This design comes from an exercise in tuning for small area, a short achievable clock period and few clock cycles per item on the open sky130 flow, not from production work.
The RTL was checked by simulation tests, not by an equivalence proof against the original design.
Power and IR drop assume default switching activity.

[run.sh]
#!/bin/bash
# synth_recipe.tcl (not shown) runs the flow's synth.tcl, then flattens the netlist and writes it again
# the make line also repeats each setting of config.mk as NAME=value (left out here)
make -C /OpenROAD-flow-scripts/flow DESIGN_CONFIG=/design/flow/config.mk WORK_HOME=/design/flow/orfs CLKGATE_MAP_FILE= SYNTH_SCRIPT=/design/flow/synth_recipe.tcl finish
[config.mk]
export PLATFORM = sky130hd
export DESIGN_NAME = fir_high
export DESIGN_NICKNAME = fir_high
export VERILOG_FILES = /design/flow/design.v
export SDC_FILE = /design/flow/constraint.sdc
export NUM_CORES = 4
export LEC_CHECK = 0
export CAP_MARGIN = 20
export CORE_MARGIN = 2
export CORE_UTILIZATION = 40
export SETUP_SLACK_MARGIN = 5
export SLEW_MARGIN = 20
export SYNTH_HIERARCHICAL = 1
export SYNTH_MINIMUM_KEEP_SIZE = 0
[constraint.sdc]
create_clock -name core_clock -period 8.0 [get_ports {clk}]
set_input_delay 1.6000 -clock core_clock [delete_from_list [all_inputs] [get_ports {clk}]]
set_output_delay 1.6000 -clock core_clock [all_outputs]
set_load 0.01 [all_outputs]
[design.v]
module fir_high #(
    parameter int NTAPS = 1021
) (
    input  logic               clk,
    input  logic               rst_n,
    input  logic               sequencing,
    input  logic signed [15:0] lft_in,
    input  logic signed [15:0] rght_in,
    input  logic signed [15:0] coef,
    output logic        [9:0]  coef_addr,
    output logic signed [15:0] lft_out,
    output logic signed [15:0] rght_out,
    output logic               valid
);
    localparam logic [9:0]  LAST_ADDR = 10'(NTAPS);
    localparam logic [30:0] BMASK = 31'h7ffffffe;
    logic       sq1_r, sq2_r;       
    logic       a1_r, a2_r;         
    logic       f1_r, f2_r;         
    logic       act_r;              
    logic       keep_l_r, keep_r_r;  
    logic       en_r_r;             
    logic [15:0] s1_l_r, s1_r_r, s2_l_r, s2_r_r;
    logic [7:0]  one_l_r, two_l_r, neg_l_r, one_r_r, two_r_r, neg_r_r;
    logic [30:0] a_l_r, b_l_r, a_r_r, b_r_r;
    logic [30:0] a_l_n, b_l_n, a_r_n, b_r_n;
    logic [7:0]  one_d, two_d, neg_d;
    logic        done_s;
    always_comb begin
        for (int i = 0; i < 8; i++) begin
            logic hi, mid, lo;
            hi  = coef[2*i+1];
            mid = coef[2*i];
            lo  = (i == 0) ? 1'b0 : coef[2*i-1];
            one_d[i] = a1_r & (mid ^ lo);
            two_d[i] = a1_r & ((hi & ~mid & ~lo) | (~hi & mid & lo));
            neg_d[i] = a1_r & hi & ~(mid & lo);
        end
    end
    assign done_s = ~|((a_l_r & b_l_r & BMASK) | (a_r_r & b_r_r & BMASK)) & 1'b1;
    always_ff @(posedge clk or negedge rst_n) begin
        if (!rst_n) begin
            coef_addr <= 10'd0;
            sq1_r     <= 1'b0;
            sq2_r     <= 1'b0;
            a1_r      <= 1'b0;
            a2_r      <= 1'b0;
            f1_r      <= 1'b0;
            f2_r      <= 1'b0;
            act_r     <= 1'b0;
            keep_l_r  <= 1'b0;
            one_r_r   <= 8'd0;
            two_r_r   <= 8'd0;
            neg_r_r   <= 8'd0;
            valid     <= 1'b0;
        end else begin
            if (!sequencing)
                coef_addr <= 10'd0;
            else if (coef_addr != LAST_ADDR)
                coef_addr <= coef_addr + 10'd1;
            sq1_r <= sequencing;
            sq2_r <= sq1_r;
            a1_r  <= sequencing && (coef_addr != LAST_ADDR);
            a2_r  <= a1_r;
            f1_r  <= sequencing && !sq1_r;
            f2_r  <= f1_r;
            act_r <= sequencing || (act_r && !valid);
            keep_l_r <= (sequencing || (act_r && !valid)) && !f1_r;
            one_r_r  <= one_d;
            two_r_r  <= two_d;
            neg_r_r  <= neg_d;
            valid <= act_r && !valid && !sq1_r && !sq2_r && done_s;
        end
    end
    always_ff @(posedge clk) begin
        s1_l_r <= lft_in;
        s1_r_r <= rght_in;
        s2_l_r <= s1_l_r;
        s2_r_r <= s1_r_r;
        one_l_r  <= one_d;
        two_l_r  <= two_d;
        neg_l_r  <= neg_d;
        en_r_r   <= a1_r;
        keep_r_r <= (sequencing || (act_r && !valid)) && !f1_r;
        a_l_r  <= a_l_n;
        b_l_r  <= b_l_n;
        a_r_r  <= a_r_n;
        b_r_r  <= b_r_n;
    end
    fir_high_csa u_csa_l (
        .x(s2_l_r), .one(one_l_r), .two(two_l_r), .neg(neg_l_r), .en(a2_r),
        .keep(keep_l_r), .a(a_l_r), .b(b_l_r & BMASK), .a_n(a_l_n), .b_n(b_l_n)
    );
    fir_high_csa u_csa_r (
        .x(s2_r_r), .one(one_r_r), .two(two_r_r), .neg(neg_r_r), .en(en_r_r),
        .keep(keep_r_r), .a(a_r_r), .b(b_r_r & BMASK), .a_n(a_r_n), .b_n(b_r_n)
    );
    assign lft_out  = a_l_r[30:15];
    assign rght_out = a_r_r[30:15];
endmodule
module fir_high_csa (
    input  logic [15:0] x,
    input  logic [7:0]  one,
    input  logic [7:0]  two,
    input  logic [7:0]  neg,
    input  logic        en,
    input  logic        keep,
    input  logic [30:0] a,
    input  logic [30:0] b,
    output logic [30:0] a_n,
    output logic [30:0] b_n
);
    logic [30:0] ae;
    logic [15:0] pp [8];
    logic [7:0]  sgn;
    logic [7:0]  ext;
    assign ae = a & {31{keep}};
    always_comb begin
        for (int i = 0; i < 8; i++) begin
            for (int j = 0; j < 16; j++)
                pp[i][j] = ((one[i] & x[j]) | (two[i] & ((j == 0) ? 1'b0 : x[j-1]))) ^ neg[i];
            sgn[i] = ((one[i] | two[i]) & x[15]) ^ neg[i];
            ext[i] = en & ~sgn[i];
        end
    end
    logic s0, c0;
    fir_high_fa u_fa0 (.a(neg[0]), .b(ae[0]), .c(pp[0][0]), .s(s0), .co(c0));
    logic s1, c1;
    fir_high_fa u_fa1 (.a(ae[1]), .b(b[1]), .c(pp[0][1]), .s(s1), .co(c1));
    logic s2, c2;
    fir_high_fa u_fa2 (.a(b[2]), .b(neg[1]), .c(ae[2]), .s(s2), .co(c2));
    logic s3, c3;
    fir_high_fa u_fa3 (.a(s2), .b(pp[0][2]), .c(pp[1][0]), .s(s3), .co(c3));
    logic s4, c4;
    fir_high_fa u_fa4 (.a(b[3]), .b(ae[3]), .c(c2), .s(s4), .co(c4));
    logic s5, c5;
    fir_high_fa u_fa5 (.a(pp[0][3]), .b(pp[1][1]), .c(s4), .s(s5), .co(c5));
    logic s6, c6;
    fir_high_fa u_fa6 (.a(b[4]), .b(neg[2]), .c(ae[4]), .s(s6), .co(c6));
    logic s7, c7;
    fir_high_fa u_fa7 (.a(s6), .b(pp[0][4]), .c(pp[1][2]), .s(s7), .co(c7));
    logic s8, c8;
    fir_high_fa u_fa8 (.a(pp[2][0]), .b(c4), .c(s7), .s(s8), .co(c8));
    logic s9, c9;
    fir_high_fa u_fa9 (.a(b[5]), .b(ae[5]), .c(c6), .s(s9), .co(c9));
    logic s10, c10;
    fir_high_fa u_fa10 (.a(pp[0][5]), .b(pp[1][3]), .c(pp[2][1]), .s(s10), .co(c10));
    logic s11, c11;
    fir_high_fa u_fa11 (.a(s9), .b(c7), .c(s10), .s(s11), .co(c11));
    logic s12, c12;
    fir_high_fa u_fa12 (.a(b[6]), .b(neg[3]), .c(ae[6]), .s(s12), .co(c12));
    logic s13, c13;
    fir_high_fa u_fa13 (.a(s12), .b(pp[0][6]), .c(pp[1][4]), .s(s13), .co(c13));
    logic s14, c14;
    fir_high_fa u_fa14 (.a(pp[2][2]), .b(pp[3][0]), .c(c9), .s(s14), .co(c14));
    logic s15, c15;
    fir_high_fa u_fa15 (.a(c10), .b(s13), .c(s14), .s(s15), .co(c15));
    logic s16, c16;
    fir_high_fa u_fa16 (.a(b[7]), .b(ae[7]), .c(c12), .s(s16), .co(c16));
    logic s17, c17;
    fir_high_fa u_fa17 (.a(pp[0][7]), .b(pp[1][5]), .c(pp[2][3]), .s(s17), .co(c17));
    logic s18, c18;
    fir_high_fa u_fa18 (.a(pp[3][1]), .b(s16), .c(c13), .s(s18), .co(c18));
    logic s19, c19;
    fir_high_fa u_fa19 (.a(s17), .b(c14), .c(s18), .s(s19), .co(c19));
    logic s20, c20;
    fir_high_fa u_fa20 (.a(b[8]), .b(neg[4]), .c(ae[8]), .s(s20), .co(c20));
    logic s21, c21;
    fir_high_fa u_fa21 (.a(s20), .b(pp[0][8]), .c(pp[1][6]), .s(s21), .co(c21));
    logic s22, c22;
    fir_high_fa u_fa22 (.a(pp[2][4]), .b(pp[3][2]), .c(pp[4][0]), .s(s22), .co(c22));
    logic s23, c23;
    fir_high_fa u_fa23 (.a(c16), .b(c17), .c(s21), .s(s23), .co(c23));
    logic s24, c24;
    fir_high_fa u_fa24 (.a(s22), .b(c18), .c(s23), .s(s24), .co(c24));
    logic s25, c25;
    fir_high_fa u_fa25 (.a(b[9]), .b(ae[9]), .c(c20), .s(s25), .co(c25));
    logic s26, c26;
    fir_high_fa u_fa26 (.a(pp[0][9]), .b(pp[1][7]), .c(pp[2][5]), .s(s26), .co(c26));
    logic s27, c27;
    fir_high_fa u_fa27 (.a(pp[3][3]), .b(pp[4][1]), .c(s25), .s(s27), .co(c27));
    logic s28, c28;
    fir_high_fa u_fa28 (.a(c21), .b(c22), .c(s26), .s(s28), .co(c28));
    logic s29, c29;
    fir_high_fa u_fa29 (.a(s27), .b(c23), .c(s28), .s(s29), .co(c29));
    logic s30, c30;
    fir_high_fa u_fa30 (.a(b[10]), .b(neg[5]), .c(ae[10]), .s(s30), .co(c30));
    logic s31, c31;
    fir_high_fa u_fa31 (.a(s30), .b(pp[0][10]), .c(pp[1][8]), .s(s31), .co(c31));
    logic s32, c32;
    fir_high_fa u_fa32 (.a(pp[2][6]), .b(pp[3][4]), .c(pp[4][2]), .s(s32), .co(c32));
    logic s33, c33;
    fir_high_fa u_fa33 (.a(pp[5][0]), .b(c25), .c(c26), .s(s33), .co(c33));
    logic s34, c34;
    fir_high_fa u_fa34 (.a(s31), .b(s32), .c(c27), .s(s34), .co(c34));
    logic s35, c35;
    fir_high_fa u_fa35 (.a(c28), .b(s33), .c(s34), .s(s35), .co(c35));
    logic s36, c36;
    fir_high_fa u_fa36 (.a(b[11]), .b(ae[11]), .c(c30), .s(s36), .co(c36));
    logic s37, c37;
    fir_high_fa u_fa37 (.a(pp[0][11]), .b(pp[1][9]), .c(pp[2][7]), .s(s37), .co(c37));
    logic s38, c38;
    fir_high_fa u_fa38 (.a(pp[3][5]), .b(pp[4][3]), .c(pp[5][1]), .s(s38), .co(c38));
    logic s39, c39;
    fir_high_fa u_fa39 (.a(s36), .b(c31), .c(c32), .s(s39), .co(c39));
    logic s40, c40;
    fir_high_fa u_fa40 (.a(s37), .b(s38), .c(c33), .s(s40), .co(c40));
    logic s41, c41;
    fir_high_fa u_fa41 (.a(s39), .b(c34), .c(s40), .s(s41), .co(c41));
    logic s42, c42;
    fir_high_fa u_fa42 (.a(b[12]), .b(neg[6]), .c(ae[12]), .s(s42), .co(c42));
    logic s43, c43;
    fir_high_fa u_fa43 (.a(s42), .b(pp[0][12]), .c(pp[1][10]), .s(s43), .co(c43));
    logic s44, c44;
    fir_high_fa u_fa44 (.a(pp[2][8]), .b(pp[3][6]), .c(pp[4][4]), .s(s44), .co(c44));
    logic s45, c45;
    fir_high_fa u_fa45 (.a(pp[5][2]), .b(pp[6][0]), .c(c36), .s(s45), .co(c45));
    logic s46, c46;
    fir_high_fa u_fa46 (.a(c37), .b(c38), .c(s43), .s(s46), .co(c46));
    logic s47, c47;
    fir_high_fa u_fa47 (.a(s44), .b(s45), .c(c39), .s(s47), .co(c47));
    logic s48, c48;
    fir_high_fa u_fa48 (.a(s46), .b(c40), .c(s47), .s(s48), .co(c48));
    logic s49, c49;
    fir_high_fa u_fa49 (.a(b[13]), .b(ae[13]), .c(c42), .s(s49), .co(c49));
    logic s50, c50;
    fir_high_fa u_fa50 (.a(pp[0][13]), .b(pp[1][11]), .c(pp[2][9]), .s(s50), .co(c50));
    logic s51, c51;
    fir_high_fa u_fa51 (.a(pp[3][7]), .b(pp[4][5]), .c(pp[5][3]), .s(s51), .co(c51));
    logic s52, c52;
    fir_high_fa u_fa52 (.a(pp[6][1]), .b(s49), .c(c43), .s(s52), .co(c52));
    logic s53, c53;
    fir_high_fa u_fa53 (.a(c44), .b(s50), .c(s51), .s(s53), .co(c53));
    logic s54, c54;
    fir_high_fa u_fa54 (.a(c45), .b(c46), .c(s52), .s(s54), .co(c54));
    logic s55, c55;
    fir_high_fa u_fa55 (.a(s53), .b(c47), .c(s54), .s(s55), .co(c55));
    logic s56, c56;
    fir_high_fa u_fa56 (.a(b[14]), .b(neg[7]), .c(ae[14]), .s(s56), .co(c56));
    logic s57, c57;
    fir_high_fa u_fa57 (.a(s56), .b(pp[0][14]), .c(pp[1][12]), .s(s57), .co(c57));
    logic s58, c58;
    fir_high_fa u_fa58 (.a(pp[2][10]), .b(pp[3][8]), .c(pp[4][6]), .s(s58), .co(c58));
    logic s59, c59;
    fir_high_fa u_fa59 (.a(pp[5][4]), .b(pp[6][2]), .c(pp[7][0]), .s(s59), .co(c59));
    logic s60, c60;
    fir_high_fa u_fa60 (.a(c49), .b(c50), .c(c51), .s(s60), .co(c60));
    logic s61, c61;
    fir_high_fa u_fa61 (.a(s57), .b(s58), .c(s59), .s(s61), .co(c61));
    logic s62, c62;
    fir_high_fa u_fa62 (.a(c52), .b(c53), .c(s60), .s(s62), .co(c62));
    logic s63, c63;
    fir_high_fa u_fa63 (.a(s61), .b(c54), .c(s62), .s(s63), .co(c63));
    logic s64, c64;
    fir_high_fa u_fa64 (.a(b[15]), .b(ae[15]), .c(c56), .s(s64), .co(c64));
    logic s65, c65;
    fir_high_fa u_fa65 (.a(pp[0][15]), .b(pp[1][13]), .c(pp[2][11]), .s(s65), .co(c65));
    logic s66, c66;
    fir_high_fa u_fa66 (.a(pp[3][9]), .b(pp[4][7]), .c(pp[5][5]), .s(s66), .co(c66));
    logic s67, c67;
    fir_high_fa u_fa67 (.a(pp[6][3]), .b(pp[7][1]), .c(s64), .s(s67), .co(c67));
    logic s68, c68;
    fir_high_fa u_fa68 (.a(c57), .b(c58), .c(c59), .s(s68), .co(c68));
    logic s69, c69;
    fir_high_fa u_fa69 (.a(s65), .b(s66), .c(s67), .s(s69), .co(c69));
    logic s70, c70;
    fir_high_fa u_fa70 (.a(c60), .b(c61), .c(s68), .s(s70), .co(c70));
    logic s71, c71;
    fir_high_fa u_fa71 (.a(s69), .b(c62), .c(s70), .s(s71), .co(c71));
    logic s72, c72;
    fir_high_fa u_fa72 (.a(b[16]), .b(ae[16]), .c(sgn[0]), .s(s72), .co(c72));
    logic s73, c73;
    fir_high_fa u_fa73 (.a(pp[1][14]), .b(pp[2][12]), .c(pp[3][10]), .s(s73), .co(c73));
    logic s74, c74;
    fir_high_fa u_fa74 (.a(pp[4][8]), .b(pp[5][6]), .c(pp[6][4]), .s(s74), .co(c74));
    logic s75, c75;
    fir_high_fa u_fa75 (.a(pp[7][2]), .b(c64), .c(c65), .s(s75), .co(c75));
    logic s76, c76;
    fir_high_fa u_fa76 (.a(c66), .b(s72), .c(s73), .s(s76), .co(c76));
    logic s77, c77;
    fir_high_fa u_fa77 (.a(s74), .b(c67), .c(c68), .s(s77), .co(c77));
    logic s78, c78;
    fir_high_fa u_fa78 (.a(s75), .b(s76), .c(c69), .s(s78), .co(c78));
    logic s79, c79;
    fir_high_fa u_fa79 (.a(c70), .b(s77), .c(s78), .s(s79), .co(c79));
    logic s80, c80;
    fir_high_fa u_fa80 (.a(b[17]), .b(ae[17]), .c(sgn[0]), .s(s80), .co(c80));
    logic s81, c81;
    fir_high_fa u_fa81 (.a(pp[1][15]), .b(pp[2][13]), .c(pp[3][11]), .s(s81), .co(c81));
    logic s82, c82;
    fir_high_fa u_fa82 (.a(pp[4][9]), .b(pp[5][7]), .c(pp[6][5]), .s(s82), .co(c82));
    logic s83, c83;
    fir_high_fa u_fa83 (.a(pp[7][3]), .b(c72), .c(c73), .s(s83), .co(c83));
    logic s84, c84;
    fir_high_fa u_fa84 (.a(c74), .b(s80), .c(s81), .s(s84), .co(c84));
    logic s85, c85;
    fir_high_fa u_fa85 (.a(s82), .b(c75), .c(c76), .s(s85), .co(c85));
    logic s86, c86;
    fir_high_fa u_fa86 (.a(s83), .b(s84), .c(c77), .s(s86), .co(c86));
    logic s87, c87;
    fir_high_fa u_fa87 (.a(s85), .b(c78), .c(s86), .s(s87), .co(c87));
    logic s88, c88;
    fir_high_fa u_fa88 (.a(b[18]), .b(ae[18]), .c(pp[2][14]), .s(s88), .co(c88));
    logic s89, c89;
    fir_high_fa u_fa89 (.a(pp[3][12]), .b(pp[4][10]), .c(pp[5][8]), .s(s89), .co(c89));
    logic s90, c90;
    fir_high_fa u_fa90 (.a(pp[6][6]), .b(pp[7][4]), .c(ext[0]), .s(s90), .co(c90));
    logic s91, c91;
    fir_high_fa u_fa91 (.a(ext[1]), .b(c80), .c(c81), .s(s91), .co(c91));
    logic s92, c92;
    fir_high_fa u_fa92 (.a(c82), .b(s88), .c(s89), .s(s92), .co(c92));
    logic s93, c93;
    fir_high_fa u_fa93 (.a(s90), .b(c83), .c(c84), .s(s93), .co(c93));
    logic s94, c94;
    fir_high_fa u_fa94 (.a(s91), .b(s92), .c(c85), .s(s94), .co(c94));
    logic s95, c95;
    fir_high_fa u_fa95 (.a(s93), .b(c86), .c(s94), .s(s95), .co(c95));
    logic s96, c96;
    fir_high_fa u_fa96 (.a(b[19]), .b(en), .c(ae[19]), .s(s96), .co(c96));
    logic s97, c97;
    fir_high_fa u_fa97 (.a(s96), .b(pp[2][15]), .c(pp[3][13]), .s(s97), .co(c97));
    logic s98, c98;
    fir_high_fa u_fa98 (.a(pp[4][11]), .b(pp[5][9]), .c(pp[6][7]), .s(s98), .co(c98));
    logic s99, c99;
    fir_high_fa u_fa99 (.a(pp[7][5]), .b(c88), .c(c89), .s(s99), .co(c99));
    logic s100, c100;
    fir_high_fa u_fa100 (.a(s97), .b(s98), .c(c90), .s(s100), .co(c100));
    logic s101, c101;
    fir_high_fa u_fa101 (.a(c91), .b(c92), .c(s99), .s(s101), .co(c101));
    logic s102, c102;
    fir_high_fa u_fa102 (.a(s100), .b(c93), .c(s101), .s(s102), .co(c102));
    logic s103, c103;
    fir_high_ha u_ha103 (.a(c94), .b(s102), .s(s103), .co(c103));
    logic s104, c104;
    fir_high_fa u_fa104 (.a(b[20]), .b(ae[20]), .c(c96), .s(s104), .co(c104));
    logic s105, c105;
    fir_high_fa u_fa105 (.a(pp[3][14]), .b(pp[4][12]), .c(pp[5][10]), .s(s105), .co(c105));
    logic s106, c106;
    fir_high_fa u_fa106 (.a(pp[6][8]), .b(pp[7][6]), .c(ext[2]), .s(s106), .co(c106));
    logic s107, c107;
    fir_high_fa u_fa107 (.a(s104), .b(c97), .c(c98), .s(s107), .co(c107));
    logic s108, c108;
    fir_high_fa u_fa108 (.a(s105), .b(s106), .c(c99), .s(s108), .co(c108));
    logic s109, c109;
    fir_high_fa u_fa109 (.a(s107), .b(c100), .c(c101), .s(s109), .co(c109));
    logic s110, c110;
    fir_high_fa u_fa110 (.a(s108), .b(c102), .c(s109), .s(s110), .co(c110));
    logic s111, c111;
    fir_high_fa u_fa111 (.a(b[21]), .b(en), .c(ae[21]), .s(s111), .co(c111));
    logic s112, c112;
    fir_high_fa u_fa112 (.a(s111), .b(pp[3][15]), .c(pp[4][13]), .s(s112), .co(c112));
    logic s113, c113;
    fir_high_fa u_fa113 (.a(pp[5][11]), .b(pp[6][9]), .c(pp[7][7]), .s(s113), .co(c113));
    logic s114, c114;
    fir_high_fa u_fa114 (.a(c104), .b(c105), .c(s112), .s(s114), .co(c114));
    logic s115, c115;
    fir_high_fa u_fa115 (.a(s113), .b(c106), .c(c107), .s(s115), .co(c115));
    logic s116, c116;
    fir_high_fa u_fa116 (.a(s114), .b(c108), .c(s115), .s(s116), .co(c116));
    logic s117, c117;
    fir_high_ha u_ha117 (.a(c109), .b(s116), .s(s117), .co(c117));
    logic s118, c118;
    fir_high_fa u_fa118 (.a(b[22]), .b(ae[22]), .c(c111), .s(s118), .co(c118));
    logic s119, c119;
    fir_high_fa u_fa119 (.a(pp[4][14]), .b(pp[5][12]), .c(pp[6][10]), .s(s119), .co(c119));
    logic s120, c120;
    fir_high_fa u_fa120 (.a(pp[7][8]), .b(ext[3]), .c(s118), .s(s120), .co(c120));
    logic s121, c121;
    fir_high_fa u_fa121 (.a(c112), .b(c113), .c(s119), .s(s121), .co(c121));
    logic s122, c122;
    fir_high_fa u_fa122 (.a(s120), .b(c114), .c(s121), .s(s122), .co(c122));
    logic s123, c123;
    fir_high_fa u_fa123 (.a(c115), .b(s122), .c(c116), .s(s123), .co(c123));
    logic s124, c124;
    fir_high_fa u_fa124 (.a(b[23]), .b(en), .c(ae[23]), .s(s124), .co(c124));
    logic s125, c125;
    fir_high_fa u_fa125 (.a(s124), .b(pp[4][15]), .c(pp[5][13]), .s(s125), .co(c125));
    logic s126, c126;
    fir_high_fa u_fa126 (.a(pp[6][11]), .b(pp[7][9]), .c(c118), .s(s126), .co(c126));
    logic s127, c127;
    fir_high_fa u_fa127 (.a(c119), .b(s125), .c(c120), .s(s127), .co(c127));
    logic s128, c128;
    fir_high_fa u_fa128 (.a(s126), .b(c121), .c(s127), .s(s128), .co(c128));
    logic s129, c129;
    fir_high_ha u_ha129 (.a(c122), .b(s128), .s(s129), .co(c129));
    logic s130, c130;
    fir_high_fa u_fa130 (.a(b[24]), .b(ae[24]), .c(c124), .s(s130), .co(c130));
    logic s131, c131;
    fir_high_fa u_fa131 (.a(pp[5][14]), .b(pp[6][12]), .c(pp[7][10]), .s(s131), .co(c131));
    logic s132, c132;
    fir_high_fa u_fa132 (.a(ext[4]), .b(s130), .c(c125), .s(s132), .co(c132));
    logic s133, c133;
    fir_high_fa u_fa133 (.a(s131), .b(c126), .c(s132), .s(s133), .co(c133));
    logic s134, c134;
    fir_high_fa u_fa134 (.a(c127), .b(s133), .c(c128), .s(s134), .co(c134));
    logic s135, c135;
    fir_high_fa u_fa135 (.a(b[25]), .b(en), .c(ae[25]), .s(s135), .co(c135));
    logic s136, c136;
    fir_high_fa u_fa136 (.a(s135), .b(pp[5][15]), .c(pp[6][13]), .s(s136), .co(c136));
    logic s137, c137;
    fir_high_fa u_fa137 (.a(pp[7][11]), .b(c130), .c(c131), .s(s137), .co(c137));
    logic s138, c138;
    fir_high_fa u_fa138 (.a(s136), .b(c132), .c(s137), .s(s138), .co(c138));
    logic s139, c139;
    fir_high_ha u_ha139 (.a(c133), .b(s138), .s(s139), .co(c139));
    logic s140, c140;
    fir_high_fa u_fa140 (.a(b[26]), .b(ae[26]), .c(c135), .s(s140), .co(c140));
    logic s141, c141;
    fir_high_fa u_fa141 (.a(pp[6][14]), .b(pp[7][12]), .c(ext[5]), .s(s141), .co(c141));
    logic s142, c142;
    fir_high_fa u_fa142 (.a(s140), .b(c136), .c(s141), .s(s142), .co(c142));
    logic s143, c143;
    fir_high_fa u_fa143 (.a(c137), .b(s142), .c(c138), .s(s143), .co(c143));
    logic s144, c144;
    fir_high_fa u_fa144 (.a(b[27]), .b(en), .c(ae[27]), .s(s144), .co(c144));
    logic s145, c145;
    fir_high_fa u_fa145 (.a(s144), .b(pp[6][15]), .c(pp[7][13]), .s(s145), .co(c145));
    logic s146, c146;
    fir_high_fa u_fa146 (.a(c140), .b(s145), .c(c141), .s(s146), .co(c146));
    logic s147, c147;
    fir_high_ha u_ha147 (.a(c142), .b(s146), .s(s147), .co(c147));
    logic s148, c148;
    fir_high_fa u_fa148 (.a(b[28]), .b(ae[28]), .c(c144), .s(s148), .co(c148));
    logic s149, c149;
    fir_high_fa u_fa149 (.a(pp[7][14]), .b(ext[6]), .c(s148), .s(s149), .co(c149));
    logic s150, c150;
    fir_high_fa u_fa150 (.a(c145), .b(s149), .c(c146), .s(s150), .co(c150));
    logic s151, c151;
    fir_high_fa u_fa151 (.a(b[29]), .b(en), .c(ae[29]), .s(s151), .co(c151));
    logic s152, c152;
    fir_high_fa u_fa152 (.a(s151), .b(pp[7][15]), .c(c148), .s(s152), .co(c152));
    logic s153, c153;
    fir_high_ha u_ha153 (.a(c149), .b(s152), .s(s153), .co(c153));
    logic s154;
    fir_high_fa u_fa154 (.a(b[30]), .b(ae[30]), .c(c151), .s(s154));
    logic s155;
    fir_high_fa u_fa155 (.a(ext[7]), .b(s154), .c(c152), .s(s155));
    assign a_n[0] = s0;
    assign b_n[0] = 1'b0;
    assign a_n[1] = s1;
    assign b_n[1] = c0;
    assign a_n[2] = s3;
    assign b_n[2] = c1;
    assign a_n[3] = s5;
    assign b_n[3] = c3;
    assign a_n[4] = s8;
    assign b_n[4] = c5;
    assign a_n[5] = s11;
    assign b_n[5] = c8;
    assign a_n[6] = s15;
    assign b_n[6] = c11;
    assign a_n[7] = s19;
    assign b_n[7] = c15;
    assign a_n[8] = s24;
    assign b_n[8] = c19;
    assign a_n[9] = s29;
    assign b_n[9] = c24;
    assign a_n[10] = s35;
    assign b_n[10] = c29;
    assign a_n[11] = s41;
    assign b_n[11] = c35;
    assign a_n[12] = s48;
    assign b_n[12] = c41;
    assign a_n[13] = s55;
    assign b_n[13] = c48;
    assign a_n[14] = s63;
    assign b_n[14] = c55;
    assign a_n[15] = s71;
    assign b_n[15] = c63;
    assign a_n[16] = s79;
    assign b_n[16] = c71;
    assign a_n[17] = s87;
    assign b_n[17] = c79;
    assign a_n[18] = s95;
    assign b_n[18] = c87;
    assign a_n[19] = s103;
    assign b_n[19] = c95;
    assign a_n[20] = s110;
    assign b_n[20] = c103;
    assign a_n[21] = s117;
    assign b_n[21] = c110;
    assign a_n[22] = s123;
    assign b_n[22] = c117;
    assign a_n[23] = s129;
    assign b_n[23] = c123;
    assign a_n[24] = s134;
    assign b_n[24] = c129;
    assign a_n[25] = s139;
    assign b_n[25] = c134;
    assign a_n[26] = s143;
    assign b_n[26] = c139;
    assign a_n[27] = s147;
    assign b_n[27] = c143;
    assign a_n[28] = s150;
    assign b_n[28] = c147;
    assign a_n[29] = s153;
    assign b_n[29] = c150;
    assign a_n[30] = s155;
    assign b_n[30] = c153;
endmodule
module fir_high_fa (input logic a, b, c, output logic s, co);
    assign s  = a ^ b ^ c;
    assign co = (a & b) | (a & c) | (b & c);
endmodule
module fir_high_ha (input logic a, b, output logic s, co);
    assign s  = a ^ b;
    assign co = a & b;
endmodule
==> results.txt, run 1 <==
The half-perimeter wire length after placement came out at 38,720 um. STA classifies the critical path startpoint as a flop. The worst register-to-register path begins at keep_l_r.

In this run, placement finished with an instance count of 2,136. TritonCTS built the clock tree. The startpoint of the worst hold path is s1_r_r[13]. Setup repair after global routing could not meet its margin everywhere. The share of total power dissipated in combinational logic is 0.569.

The slowest stage of the critical path belongs to the cell sky130_fd_sc_hd__fa_2. The tree built by TritonCTS fans out to 254 sinks. In the final layout, the share of cells above drive strength 1 is 0.3021. Counting both buffers and inverters, the worst setup path holds a total of 1.

The synthesized netlist occupies a cell area of 19,830 sq um. The multi-input combinational cells in the finished layout cover a total of between 10,000 and 15,000 sq um. The area of all sequential standard cells came out at 5568 sq um. The clock passes through at most 3 buffers. By instance count, the cell type seen most on the critical path is sky130_fd_sc_hd__fa_2. The cell sitting at the root of the clock tree is a sky130_fd_sc_hd__clkbuf_16. For this block, the via count after detailed routing is 12,430. The die height came out at 226.6 um.

Traced cell by cell, the critical path runs through buf_12 -> and2_4 -> fa_2 -> fa_2 -> fa_2 -> fa_2 -> fa_1 -> fa_1. The remaining routing DRC violations is 0. Global routing finished with a remaining overflow of 0. At the later pin of the worst-skew pair, clock insertion delay measures roughly 580 ps. Setup total negative slack on the finished layout was measured at 0 ps. Routability-driven placement finished with a final weighted congestion of 0.8533. The synthesized area per cell came out at between 10 and 15 sq um. The clock share of power came out at 0.157. Across the run, the number of max-cap violations was 0. The count of cells along the worst register-to-register path came out at 8. IR analysis of the VDD net gives a maximum drop of 0.1969 mV. The global-route total usage across every layer is 0.2222. The instance count of the mapped netlist came out at 1,664. The data arrival time of the critical path came out at 3880 ps. The width of the chip came out at 226.6 um. The endpoint identified for the worst register-to-register timing path is a_l_r[16]. The worst path in the final design needs a cycle of 3412 ps, including I/O delays and setup. The most critical setup path has its endpoint at a_l_r[16].

The number of standard cells in the layout, taps in and fillers out came out at 2,273. The growth of design area from synthesis to finish is 11.52%. The number of nets produced by synthesis came out at 2,036. Of the total power, registers draw 0.275. The number of global-route vias before repair is between 10,000 and 15,000.

The wire length reported by the detailed router is 56,150 um. The final setup violation count is 0. The layout filler cell count came out at 4,442. The switching share of power is 0.4110. The initial core utilization is 0.4050.

The achievable frequency came out at 293.1 MHz. The origin of the worst setup path is keep_l_r. The largest single stage delay on the critical path is roughly 540 ps. The worst relative slew slack is 0.5659. The die area is ~51,000 sq um.

The count of H-tree levels built during CTS came out at 1. The max-slew violation count is 0. Once detail routing completed, the nets flagged for antenna violations numbered 0. The data required time at the worst endpoint came out at about 8500 ps. The total CTS buffers came out at 28. The total stage count of the critical path is 8. The largest clock skew in the final design is 19.94 ps. The detail-routed net length per standard cell came out at 24.70 um. The number of top-level pins came out at 94. Of the available clock period, the critical path in the final layout requires 0.4265.

The run finished with no timing, DRC or antenna violations. Summed over all nets, the switching power comes to 3.489 mW. The placement row count came out at 81. The worst hold-check path type is flop to flop.

The maximum number of pins on one net before global-route repair is 43. The hold buffer count at cts is 0. The global-route wire length before repair came out at 83,820 um. The length of the first detailed-routing pass in iterations is 5.

In this run, the number of DRC markers left after iteration 0 of detailed routing was roughly 1,100. The clock slew seen by the registers of the worst setup and hold paths came out at around 70 ps. The internal portion of total power is 5.000 mW. The total inserted antenna cells came out at 0.

The final count of hold timing violations came out at 0. The leakage component of the power came out at a little over 8 nW. The number of synthesis warnings came out at 10. The number of nets in the finished design is 1,961. STA classifies the critical path endpoint as a flop. The worst setup path is of the flop to flop kind. The peak fanout along the critical path came out at 6.

The number of antenna violations at the first check in global routing came out at 1. The cell area power density came out at 384.0 nW/um^2. Input and output buffers added on the ports amount to 93. The core region area is 48,950 sq um.

At the pin with the least slew margin, the transition time is between 600 and 700 ps. The via density per instance is 5.469. The setup slack of the most critical reg-to-reg path came out at roughly 4600 ps. Grouping stages by cell kind, the critical path spends the most delay in adder cells.
[cell usage in the layout (no fill, tap or decap), types with 15 or more instances in the layout]
master	count
sky130_fd_sc_hd__a22oi_1	194
sky130_fd_sc_hd__dfxtp_4	49
sky130_fd_sc_hd__clkdlybuf4s50_1	51
sky130_fd_sc_hd__dfxtp_2	22
sky130_fd_sc_hd__nand2_1	58
sky130_fd_sc_hd__dfrtp_1	21
sky130_fd_sc_hd__clkbuf_16	28
sky130_fd_sc_hd__and2_1	66
sky130_fd_sc_hd__fa_1	155
sky130_fd_sc_hd__fa_2	145
sky130_fd_sc_hd__xnor2_1	247
sky130_fd_sc_hd__nor2_1	22
sky130_fd_sc_hd__buf_6	19
sky130_fd_sc_hd__buf_4	84
sky130_fd_sc_hd__o21ai_1	15
sky130_fd_sc_hd__dfxtp_1	141
sky130_fd_sc_hd__mux2i_1	16
sky130_fd_sc_hd__a22oi_2	48
sky130_fd_sc_hd__dlygate4sd2_1	41
[per-stage QoR]
| stage | util | area [sq um] | hold slack (ps) | setup slack (ps) | power, mW |
|---|---|---|---|---|---|
| floorplan | - | 20330 | 309.6 | 4578 | 7.836 |
| global placement | 0.4040 | 19780 | 311.1 | 4376 | 6.752 |
| detailed placement | 0.4040 | 19780 | 313.2 | 4332 | 6.921 |
| CTS | 0.4420 | 21630 | 313.6 | 4594 | 8.486 |
| global route | 0.4517 | 22110 | 326.8 | 4555 | 9.290 |
| finish | 0.4517 | 22110 | 310.1 | 4588 | 8.489 |
[registers in the layout (all words and copies together), names as in the netlist, 16 cells and up]
name,flops
a_l_r,31
s2_l_r,16
b_l_r,30
a_r_r,31
b_r_r,30
s1_r_r,16
s2_r_r,16
s1_l_r,16
[routing by layer]
metal / vias up / track usage / wire length [um] / part of all wire
met5: - / 0 / 13 / 0.00023
met4: 2 / 0.08616 / 2221 / 0.040
met3: 121 / 0.05170 / 4813 / 0.086
met2: 598 / 0.3483 / 25790 / 0.46
met1: 6453 / 0.2982 / 23310 / 0.42
li1: 5256 / - / - / -
[layout make-up]
cell class / count / area share
Clock buffer: 34 / 0.03316
Clock inverter: 16 / 0.008772
Timing Repair Buffer: 202 / 0.08353
Tap cell: 664 / 0.03758
Multi-Input combinational cell: 1100 / 0.5846
Inverter: 3 / 0.0005093
Sequential cell: 254 / 0.2518
[worst min path at each step]
stage	slack (ps)	cells past startpoint	endpoint
6_report	310	0	s2_r_r[13]
5_1_grt	330	0	s2_r_r[12]
4_1_cts	310	0	s2_r_r[13]
3_5_place_dp	310	0	s2_l_r[11]
3_3_place_gp	310	0	s2_l_r[5]
2_1_floorplan	310	0	s2_l_r[0]
[timing repair]
item,4_1_cts,5_1_grt
gates cloned,1,0
gates resized for setup,271,57
setup buffers,53,33
setup endpoints to repair,116,79
pin swaps,61,49
[power by group through the flow]
stage | Sequential, mW | Combinational [mW] | Clock, mW
final | 2.33 | 4.83 | 1.33
after floorplan | 1.98 | 5.85 | 0
after detailed placement | 2.34 | 4.58 | 0
after global placement | 2.34 | 4.41 | 0
after global routing | 2.36 | 5.52 | 1.41
after CTS | 2.33 | 4.79 | 1.36
Testbench counts, summed over its fixed seeds: cycles 49,295, runs 48.
==> run 2: changes to the inputs <==
--- a/design.v
+++ b/design.v
@@ -37,7 +37,7 @@
             neg_d[i] = a1_r & hi & ~(mid & lo);
         end
     end
-    assign done_s = ~|((a_l_r & b_l_r & BMASK) | (a_r_r & b_r_r & BMASK)) & 1'b1;
+    assign done_s = ~|((b_l_r | b_r_r) & BMASK & 31'h3fffffff);
     always_ff @(posedge clk or negedge rst_n) begin
         if (!rst_n) begin
             coef_addr <= 10'd0;
@@ -95,8 +95,8 @@
         .x(s2_r_r), .one(one_r_r), .two(two_r_r), .neg(neg_r_r), .en(en_r_r),
         .keep(keep_r_r), .a(a_r_r), .b(b_r_r & BMASK), .a_n(a_r_n), .b_n(b_r_n)
     );
-    assign lft_out  = a_l_r[30:15];
-    assign rght_out = a_r_r[30:15];
+    assign lft_out  = {a_l_r[30] ^ b_l_r[30], a_l_r[29:15]};
+    assign rght_out = {a_r_r[30] ^ b_r_r[30], a_r_r[29:15]};
 endmodule
 module fir_high_csa (
     input  logic [15:0] x,
==> results.txt, run 2 <==
The pre-antenna-repair detailed-routing pass consisted of 5 iterations. The number of antenna violations at the first check in global routing is 3. The worst relative slew slack is 0.3645. The ratio of cells with drive above 1 in the final layout is 0.3110. The number of max-capacitance violations reported is 0. The most numerous cell type found on the critical path is sky130_fd_sc_hd__fa_2. The growth of design area from synthesis to finish came out at 12.96%. Buffers placed on the I/O ports in this run total 93. The placer congestion estimate came out at 0.8754. The run finished with no timing, DRC or antenna violations. The final antenna-violating net count is 0.

Before CTS, the worst setup slack after placement is 4353 ps. The placement row count is 81. The global-route wire length before repair is between 80,000 and 90,000 um. The number of top-level pins is 94. The pin slew with the least headroom to its limit is ~950 ps. The largest individual stage delay along the critical path comes from the cell sky130_fd_sc_hd__fa_2. In the final layout, the registers with the most flip-flops are a_l_r: 31 flops, a_r_r: 31 flops.

TritonCTS built the clock tree. The critical path in this run is classified as flop to flop. The leakage component of the power is 8.236 nW. Entering global routing, the biggest net connects 43 pins. The detail-routed net length per standard cell came out at 23.54 um. The insertion delay of the later-clocked pin in the worst-skew pair is ~580 ps.

The share of the cycle needed by the critical path after routing is 0.4334. The number of global-route vias before repair came out at around 14,000. Summing internal, switching and leakage power gives 8.286 mW. In the post-route analysis, the smallest setup slack over all paths is 4533 ps.

TritonCTS created 29 clock buffers. The number of standard cells in the layout, taps in and fillers out came out at 2,237. The starting DRC count in detailed routing came out at 982. The largest single stage delay on the critical path is 550 ps. Synthesis handed over a netlist of 1,648 instances. The tree is rooted in a sky130_fd_sc_hd__clkbuf_16. The synthesized area came out at 19,600 sq um. The final count of hold timing violations is 0.

The die height is 225.4 um. In the layout the commonest cells are 246 x sky130_fd_sc_hd__xnor2_1, 185 x sky130_fd_sc_hd__a22oi_1, 168 x sky130_fd_sc_hd__dfxtp_1. The peak fanout along the critical path is 5. After global routing the overflow that remains totals 0.

The layout filler cell count came out at ~4,400. The worst hold path belongs to the class flop to flop. Setup repair after global routing could not meet its margin everywhere. The worst setup path is launched from a flop. The number of nets produced by synthesis came out at between 2,000 and 2,500. The synthesized area per cell is 11.89 sq um.

The detailed router placed between 10,000 and 15,000 vias in this run. The achievable frequency is 288.4 MHz. The final-layout setup total negative slack is 0 ps.

The worst setup path is captured at a flop. The initial utilization of the core area, before any placement, comes to 0.4030. In the routed layout, each cell is associated on average with a via count of 5.406.

The number of nets in the finished design came out at 1,963. The max-slew violation count is 0. The TritonCTS sink count came out at 254. For the finished layout, the period the worst path requires is roughly 3500 ps. The number of buffers between clock root and the deepest sink is 3. The maximum VDD drop came out at 0.2246 mV.

Dividing total power by cell area gives a power density of around 370 nW/um^2. The clock slew seen by the registers of the worst setup and hold paths came out at 60 ps. The die area is between 50,000 and 60,000 sq um. The data required time at the worst endpoint is 8450 ps. The data arrival time of the critical path came out at a little under 4000 ps.

In this run the horizontal extent of the chip is between 200 and 250 um. The largest clock skew in the final design is 20.01 ps. The half-perimeter wire length after placement came out at ~35,000 um.

The most frequent standard cell in the layout excluding fill and tap cells is sky130_fd_sc_hd__xnor2_1. The core region area is approximately 49,000 sq um. In this run the number of H-tree levels came out at 1. In the routed design, unresolved DRC markers number 0. Setup violations remaining at the end of the flow were counted as 0. Traced cell by cell, the critical path runs through buf_12 -> and2_4 -> fa_2 -> fa_2 -> fa_2 -> fa_2 -> fa_1 -> fa_1.

The number of synthesis warnings is 10. The global-route total usage across every layer is 0.2126. For this block, the routed nets add up to between 50,000 and 60,000 um of wire. The total instance count after detailed placement came out at ~2,100.
## run 2: critical path: cells and delay by family, from the launching register on
family,cells,cell delay [ps]
flops,1,430
buf+inv,1,150
fa+ha+maj,6,2610
simple gates,1,140
## run 2: layout make-up
| type | instances | area [sq um] | share of cell area |
|---|---|---|---|
| timing repair buffer | 217 | 2046 | 0.09238 |
| inverter | 3 | 11.26 | 0.0005085 |
| antenna | 1 | 2.502 | 0.0001130 |
| multi-input combinational | 1086 | 12840 | 0.5798 |
| sequential | 254 | 5500 | 0.2484 |
| clock inverter | 13 | 136.4 | 0.006159 |
| clock buffer | 41 | 830.8 | 0.03752 |
| tap | 622 | 778.2 | 0.03515 |
## run 2: final timing paths
check / depth (start not counted) / slack [ps] / start / to
worst min register to register: 0 / 320 / s1_r_r[14] / s2_r_r[14]
worst max register to register: 8 / 4530 / keep_l_r / a_l_r[16]
max in group asynchronous: 1 / 6120 / rst_n / a2_r
min in group asynchronous: 1 / 1170 / rst_n / coef_addr[2]
worst max-delay path: 8 / 4530 / keep_l_r / a_l_r[16]
worst min-delay path: 0 / 320 / s1_r_r[14] / s2_r_r[14]
## run 2: power by group
part	internal [mW]	switching, mW	total, mW
registers	1.76	0.362	2.12
clock network	0.790	0.560	1.35
logic	2.47	2.35	4.82
## run 2: per-layer routing
metal  track usage  up-vias  wire length [um]
met5             0        -                37
met4        0.1070        6              2736
met3       0.05072      124              4180
met2        0.3369      528             24440
met1        0.2720     6250             21260
li1              -     5185                 -
## run 2: stage by stage
| stage | hold WS, ps | util | cell area, sq um |
|---|---|---|---|
| final | 323.9 | 0.4552 | 22140 |
| after detailed placement | 312.1 | 0.4019 | 19550 |
| after global placement | 311.0 | 0.4019 | 19550 |
| after CTS | 324.4 | 0.4476 | 21780 |
| after floorplan | 309.6 | - | 20110 |
| after global routing | 331.7 | 0.4551 | 22140 |
## run 2: timing repair
action	in CTS	in global routing
buffers inserted	83	11
hold buffers	0	0
pin swaps	70	68
resized for setup	273	66
setup endpoints to repair	113	83
cloned	2	1
Testbench counts of run 2, summed over its fixed seeds: cycles 49,308, runs 48.

port drivers added, routing unchanged:
The results above use ideal ports. As a check the final layouts listed here were re-extracted and re-timed, cells and wires unchanged.
Step 1, drivers: a clkbuf_16 drives clk and a buf_2 each remaining input, both assumed.
Step 2 also shifts input and output timing later by t, the mid clock arrival at the registers, as if the neighbouring blocks saw the same clock.
Slacks: ideal ports / drivers / drivers and shift; pairs: ideal ports / drivers.
run	t, ns	slack for setup (ns)	worst setup path at the end	pins driven straight from the clock port
run 1	0.630	4.588 / 4.588 / 4.588	register to register	1
run 2	0.630	4.533 / 4.533 / 4.533	register to register	1
After both steps setup and hold are still met in every run listed.
